Context: an optimization exercise on an open-source flow, tuned for small area, a short achievable clock period and few clock cycles per item. The choices shown serve that exercise and are no tape-out recipe. Only simulation tests tie the RTL to the original design; equivalence was not proved. Power figures rest on the tool's default switching activity, not on a simulated workload.

## low_score_flank_window_selector
module low_score_flank_window_selector
(
    input  logic               clk,
    input  logic               rst_n,
    input  logic               psel,
    input  logic               penable,
    input  logic               pwrite,
    input  logic [lsfws_pkg::PADDR_W-1:0] paddr,
    input  logic [lsfws_pkg::PDATA_W-1:0] pwdata,
    output logic [lsfws_pkg::PDATA_W-1:0] prdata,
    output logic               pready,
    input  logic               item_valid,
    output logic               item_stall,
    input  lsfws_pkg::item_t              item,
    output logic               result_valid,
    input  logic               result_stall,
    output lsfws_pkg::result_t            result
);
    localparam int SLOTS   = lsfws_pkg::WINDOW_SIZE;
    localparam int SCORE_W = lsfws_pkg::SCORE_W;
    localparam int POS_W   = lsfws_pkg::POS_W;
    localparam int PDATA_W = lsfws_pkg::PDATA_W;
    lsfws_pkg::score_t           threshold_reg;
    logic [SLOTS-1:0][POS_W-1:0] pos_reg;
    logic [SLOTS-1:0]            pend_reg;
    logic [SLOTS-1:0]            last_reg;
    logic [2:0]                  unkept_reg;      
    lsfws_pkg::score_t           s1_reg;          
    lsfws_pkg::score_t           s2_reg;          
    lsfws_pkg::score_t           m_reg;           
    logic [2:0]                  fill_reg;
    logic [SLOTS-1:0]            sel_reg;         
    function automatic logic lt(input logic [SCORE_W-1:0] a, input logic [SCORE_W-1:0] b);
        logic [31:0] l;
  ...
export LEC_CHECK = 0
export CAP_MARGIN = 20
export CORE_MARGIN = 2
export CORE_UTILIZATION = 60
export CTS_BUF_LIST = sky130_fd_sc_hd__clkbuf_8
export CTS_CLUSTER_DIAMETER = 60
export CTS_CLUSTER_SIZE = 16
export SETUP_SLACK_MARGIN = 3.0
export SLEW_MARGIN = 20
create_clock -name core_clock -period 5.5 [get_ports {clk}]
standard.sh (not shown) runs the stock make flow with config.mk's settings and CLKGATE_MAP_FILE= SYNTH_SCRIPT=/design/flow/synth_recipe.tcl, a recipe that flattens the netlist after the stock synthesis.
==> flow/flow/run.sh <==
#!/bin/bash
# The standard layout, with plain buf_2 cells as the port buffers (the
# standard flow picks a delay cell for them). Every tool's output goes to
# flow.log here and ORFS's own logs under orfs/logs.
set -euo pipefail
bash standard.sh "BUFFER_PORTS_ARGS=-buffer_cell sky130_fd_sc_hd__buf_2" finish > flow.log 2>&1
The first run completed without violations.
Testbench counts at the start, summed over its fixed seeds: cycles 14,225, items 12,000.
Rerun with:
Settings changed: GPL_ROUTABILITY_DRIVEN from default to 0, GPL_TIMING_DRIVEN from default to 0, SETUP_SLACK_MARGIN 3.0 to 2.8.
What happened: Total power drops by 1.5%; first-iteration DRC count goes down by 10%; synthesized cell count does not change; wire length fell by 6.4%; cell count went up by 1.2%; worst setup slack is worse by 55 ps; critical path depth went up by 1.
Rerun with:
Settings changed: GPL_ROUTABILITY_DRIVEN 0 to default, GPL_TIMING_DRIVEN 0 to default, SETUP_SLACK_MARGIN 2.8 to 2.9.
Clock-buffer cell count is unchanged.
Core utilization decreases by 0.59 points.
Register-to-register slack improves by 90 ps.
Routed wire length is about the same.
Hold slack gets worse by 12 ps.
Clock skew stays flat.
Sequential cell count does not change.
Total power is lower slightly.
Global-route usage shrinks by 0.36 points.
Clock power is about the same.
Rerun with:
Settings changed: CORE_UTILIZATION 60 to 70, SETUP_SLACK_MARGIN 2.9 to 2.8.
Register-to-register slack got worse by 170 ps.
Wire length goes down by 1.2%.
Combinational power came out lower by about 4%.
Final area decreases by 2.7%.
Critical path depth is unchanged.
Worst setup slack got worse by 43 ps.
Non-clock buffer count went down by 5.
Clock skew barely changes.
Clock power goes down by about 7%.
Synthesized cell count stays the same.
First-iteration DRC count went up by 3.6%.
Rerun with:
Settings changed: CORE_UTILIZATION 70 to 60, SETUP_SLACK_MARGIN 2.8 to 2.7.
Routed wire length decreases by 1.8%.
Setup slack gets better by 52 ps.
Utilization went down by 12 points.
Rerun with:
Settings changed: PLACE_DENSITY from default to 0.8, SETUP_SLACK_MARGIN 2.7 to 2.8.
Effect:
- The new run passed the timing, design-rule and antenna checks
- flip-flop and latch count does not change
- routed wire length climbs by 1.6%
- register-to-register slack improved by 80 ps
- sequential share of layout area stays flat

## what the ideal ports hide
How much do the figures lean on ideal ports? The routed layouts below were timed once more, with nothing changed but the port constraints. Step 1: set_driving_cell puts a clkbuf_16 on clk and a buf_2 on each other input, an assumption about the parent block. Step 2 times the ports against the registers' clock, not the clock port: input delays grow and output delays shrink by t, the midpoint of the rising clock arrivals with the driver on. a / b / c = ideal / step 1 / step 2; a / b = the first two.
| run | shift t [ns] | slack for setup (ns) | worst setup path at the end | worst slew at a driven data input, ns | pins driven straight from the clock port |
|---|---|---|---|---|---|
| the first run | 0.586 | 2.678 / 2.636 / 2.348 | input to register | 0.33 | 1 |
| the second run | 0.565 | 2.623 / 2.580 / 2.355 | input to register | 0.07 | 1 |
| the third run | 0.566 | 2.732 / 2.693 / 2.450 | input to register | 0.16 | 1 |
| the fourth run | 0.566 | 2.689 / 2.647 / 2.360 | input to register | 0.05 | 1 |
| the fifth run | 0.569 | 2.741 / 2.702 / 2.295 | input to register | 0.06 | 1 |
| the sixth run | 0.566 | 2.606 / 2.564 / 2.308 | input to register | 0.05 | 1 |
After both steps setup and hold are still met in every run listed. For the fifth run, which loses most, drivers alone change the setup slack by -0.039 ns; drivers and shift together by -0.446 ns.
